Source: an optimization exercise on an open RTL-to-GDS flow (aim: small area). Production flows keep margins and buffers that such runs may drop.
In this exercise RTL edits were held to simulation tests only and were not proved equivalent to the original.
The clock port is modelled as an ideal driver; clocking choices that lean on that would not hold on a real chip.

==> flow/design.v (excerpt) <==
module load_current_regulator
#(
  parameter int unsigned PWM_LIMIT = 4000
) (
  input  logic        clk_i,
  input  logic        rst_ni,
  input  logic        cfg_we_i,
  input  logic [2:0]  cfg_index_i,
  input  logic [13:0] cfg_data_i,
  input  logic        s_axis_tvalid_i,
  output logic        s_axis_tready_o,
  input  logic [39:0] s_axis_tdata_i,
  output logic        m_axis_tvalid_o,
  input  logic        m_axis_tready_i,
  output logic [47:0] m_axis_tdata_o
);
==> flow/config.mk <==
export PLATFORM = sky130hd
export DESIGN_NAME = load_current_regulator
export DESIGN_NICKNAME = load_current_regulator
export VERILOG_FILES = /design/flow/design.v
export SDC_FILE = /design/flow/constraint.sdc
export NUM_CORES = 4
export LEC_CHECK = 0
export ABC_AREA = 1
export CAP_MARGIN = 20
export CORE_MARGIN = 2
export CORE_UTILIZATION = 40
export SLEW_MARGIN = 20
==> flow/constraint.sdc <==
create_clock -name core_clock -period 15.0 [get_ports {clk_i}]
set_input_delay 3.0000 -clock core_clock [delete_from_list [all_inputs] [get_ports {clk_i}]]
set_output_delay 3.0000 -clock core_clock [all_outputs]
set_load 0.01 [all_outputs]
standard.sh (not shown) runs the stock make flow with config.mk's settings and CLKGATE_MAP_FILE= SYNTH_SCRIPT=/design/flow/synth_recipe.tcl, a recipe that flattens the netlist after the stock synthesis.
==> flow/flow/run.sh <==
#!/bin/bash
# Standard ORFS layout (the standard.sh, standard synthesis unchanged) with
# smaller port buffers and a clock tree without dummy balancing loads.
set -euo pipefail
cp standard.sh standard_copy.sh
bash standard.sh \
  BUFFER_PORTS_ARGS="-buffer_cell sky130_fd_sc_hd__buf_1" \
  CTS_ARGS="-sink_clustering_enable -repair_clock_nets -dont_use_dummy_load -buf_list sky130_fd_sc_hd__clkbuf_4 sky130_fd_sc_hd__clkbuf_8" \
  finish > flow_make.log 2>&1
The baseline failed in clock tree synthesis (4_1_cts).
==> next run, changes <==
==> flow/run.sh (new file) <==
#!/bin/bash
# synth_recipe.tcl (not shown) runs the flow's synth.tcl, then flattens the netlist and writes it again
# the make line also repeats each setting of config.mk as NAME=value (left out here)
make -C /OpenROAD-flow-scripts/flow DESIGN_CONFIG=/design/flow/config.mk WORK_HOME=/design/flow/orfs CLKGATE_MAP_FILE= SYNTH_SCRIPT=/design/flow/synth_recipe.tcl finish
Settings changed: ABC_AREA 1 to not set.
removed: flow/flow/run.sh
removed: flow/standard.sh
Now the flow completed without violations.
Area after synthesis drops by about 3.3%.
Synthesized cell count shrinks by about 30%.

---

== main ==
load_current_regulator, a different RTL version from the one above (not shown whole).
Size in the first run: about 700 cells after synthesis, roughly 200 flip-flops, roughly 110 I/O pins, about 0.0090 mm² of cells after synthesis.
==> flow/design.v (excerpt) <==
module load_current_regulator
#(
  parameter int unsigned PWM_LIMIT = 4000
) (
  input  logic        clk_i,
  input  logic        rst_ni,
  input  logic        cfg_we_i,
  input  logic [2:0]  cfg_index_i,
  input  logic [13:0] cfg_data_i,
  input  logic        s_axis_tvalid_i,
  output logic        s_axis_tready_o,
  input  logic [39:0] s_axis_tdata_i,
  output logic        m_axis_tvalid_o,
  input  logic        m_axis_tready_i,
  output logic [47:0] m_axis_tdata_o
);
  localparam logic [19:0] LIMIT = 20'(PWM_LIMIT * 256);
  function automatic logic c_ge(input logic [5:0] a, input logic [5:0] k);
    logic r;
    r = 1'b1;
    for (int i = 0; i < 6; i++) begin
      if (a[i] != k[i]) r = a[i];
    end
    c_ge = r;
  endfunction
  function automatic logic c_le(input logic [5:0] a, input logic [5:0] k);
    logic r;
    r = 1'b1;
    for (int i = 0; i < 6; i++) begin
      if (a[i] != k[i]) r = k[i];
    end
    c_le = r;
  endfunction
  function automatic logic [3:0] add4(input logic [5:0] a, input logic [3:0] k);
    logic cy;
    logic [3:0] s;
    cy = 1'b0;
    for (int i = 0; i < 4; i++) begin
      s[i] = a[i] ^ k[i] ^ cy;
      cy   = (a[i] & k[i]) | (cy & (a[i] ^ k[i]));
    end
    add4 = s;
  endfunction
  function automatic logic bor(input logic a, input logic b, input logic bin);
    bor = (~a & (b | bin)) | (b & bin);
  endfunction
  function automatic logic cry(input logic a, input logic b, input logic cin);
    cry = (a & (b | cin)) | (b & cin);
  endfunction
  logic [11:0] setpoint_q, offset_q;
  logic [9:0]  gain_q, vcomp_q;
  logic [13:0] cutoff_q;
  logic [7:0]  trip_q, release_q;
  logic [1:0]  feat_q;
  logic        sp_w_q, off_w_q, vc_w_q, cut_w_q, trip_w_q, rel_w_q;
  logic [7:0]  cfl_q, vfl_q, accl_q;    
  logic [12:0] cfu_q;                   
  logic [14:0] vfu_q;                   
  logic [11:0] accu_q;                  
  logic [15:0] base_q;                  
  logic        stop_q, fan_q, bvalid_q;
  logic        busy_q, ovalid_q;
  logic [2:0]  pass_q;
  ...
==> flow/config.mk <==
export PLATFORM = sky130hd
export DESIGN_NAME = load_current_regulator
export DESIGN_NICKNAME = load_current_regulator
export VERILOG_FILES = /design/flow/design.v
export SDC_FILE = /design/flow/constraint.sdc
export NUM_CORES = 4
export LEC_CHECK = 0
export CAP_MARGIN = 20
export CORE_MARGIN = 2
export CORE_UTILIZATION = 40
export SLEW_MARGIN = 20
==> flow/constraint.sdc <==
create_clock -name core_clock -period 15.0 [get_ports {clk_i}]
set_input_delay 3.0000 -clock core_clock [delete_from_list [all_inputs] [get_ports {clk_i}]]
set_output_delay 3.0000 -clock core_clock [all_outputs]
set_load 0.01 [all_outputs]
==> flow/flow/run.sh <==
#!/bin/bash
# Layout: the standard flow (standard.sh, standard synthesis unchanged) with
# three changes: the port buffers are sky130_fd_sc_hd__buf_1 instead of the
# default clkdlybuf4s50_1; the clock tree is built from clkbuf_8 as a
# plain H-tree without sink clustering or dummy balancing loads; after CTS the clock buffers with a
# large fanout are upsized (flow/post_cts.tcl). Each tool's full log stays under
# orfs/logs; make's output goes to flow_make.log in this folder.
set -euo pipefail
bash standard.sh \
  BUFFER_PORTS_ARGS="-buffer_cell sky130_fd_sc_hd__buf_1" \
  CTS_ARGS="-repair_clock_nets -dont_use_dummy_load -root_buf sky130_fd_sc_hd__clkbuf_8 -buf_list {sky130_fd_sc_hd__clkbuf_8}" \
  POST_CTS_TCL="$PWD/flow/post_cts.tcl" \
  finish > flow_make.log 2>&1
==> flow/flow/post_cts.tcl <==
# After clock tree synthesis: upsize the clock buffers that drive many sinks
# (sky130_fd_sc_hd__clkbuf_8 -> clkbuf_16) so that every flip-flop clock pin
# keeps a low slew, then legalize the placement again.
set block [ord::get_db_block]
set changed 0
foreach inst [$block getInsts] {
  if {[[$inst getMaster] getName] ne "sky130_fd_sc_hd__clkbuf_8"} { continue }
  set fo 0
  foreach it [$inst getITerms] {
    if {[$it isOutputSignal]} {
      set net [$it getNet]
      if {$net ne "NULL"} { set fo [expr {[llength [$net getITerms]] - 1}] }
    }
  }
  if {$fo > 17} {
    replace_cell [$inst getName] sky130_fd_sc_hd__clkbuf_16
    incr changed
  }
}
puts "post_cts: upsized $changed clock buffers"
if {$changed > 0} {
  detailed_placement
  check_placement -verbose
  estimate_parasitics -placement
}
main did not stop at any stage, and its layout met the timing, design-rule and antenna checks.
Inputs modified between main and the feature branch:
==> flow/flow/run.sh <==
#!/bin/bash
# Layout: the standard flow (standard.sh, standard synthesis unchanged) with
# three changes: the port buffers are sky130_fd_sc_hd__buf_1 instead of the
# default clkdlybuf4s50_1; the clock tree is built from clkbuf_8 (root
# clkbuf_16) as a plain H-tree without sink clustering or dummy balancing loads; after CTS the clock buffers with a
# large fanout are upsized (flow/post_cts.tcl). Each tool's full log stays under
# orfs/logs; make's output goes to flow_make.log in this folder.
set -euo pipefail
bash standard.sh \
  BUFFER_PORTS_ARGS="-buffer_cell sky130_fd_sc_hd__buf_1" \
  CTS_ARGS="-repair_clock_nets -dont_use_dummy_load -root_buf sky130_fd_sc_hd__clkbuf_16 -buf_list {sky130_fd_sc_hd__clkbuf_8}" \
  POST_CTS_TCL="$PWD/flow/post_cts.tcl" \
  finish > flow_make.log 2>&1
diff --git a/flow/flow/post_cts.tcl b/flow/flow/post_cts.tcl
--- a/flow/flow/post_cts.tcl
+++ b/flow/flow/post_cts.tcl
@@ -13,5 +13,5 @@
     }
   }
-  if {$fo > 17} {
+  if {$fo > 14} {
     replace_cell [$inst getName] sky130_fd_sc_hd__clkbuf_16
     incr changed
[summary]
The standard cells in the feature branch occupy more silicon area than those in main do.
The hold slack on main is in line with that on the feature branch.
The global-route total usage across every layer was comparable across the feature branch and main.
Diff the feature branch..main | cell count after placement | unchanged

separate check: timing with driven ports:
The results above use ideal ports. As a check the final layouts listed here were re-extracted and re-timed, cells and wires unchanged.
Step 1 sets driving cells, clkbuf_16 on the clock port and buf_2 on the other inputs (assumed; they add their load-dependent delay and slew).
Step 2 also shifts input and output timing later by t, the mid clock arrival at the registers, as if the neighbouring blocks saw the same clock.
a / b / c = ideal / step 1 / step 2; a / b = the first two.
run	shift t [ns]	setup slack, ns	worst setup path at the end	slew at the worst register clock pin (ns)
the second run of note 1	0.548	8.229 / 8.248 / 7.700	input to register	0.06 / 0.06
main	0.508	7.703 / 7.703 / 7.699	input to register	0.10 / 0.10
the feature branch	0.443	7.672 / 7.672 / 7.672	register to register	0.09 / 0.09
After both steps setup and hold are still met in every run listed. The setup slack of the second run of note 1, which loses most, moves by +0.019 ns with the drivers and by -0.529 ns with both steps.
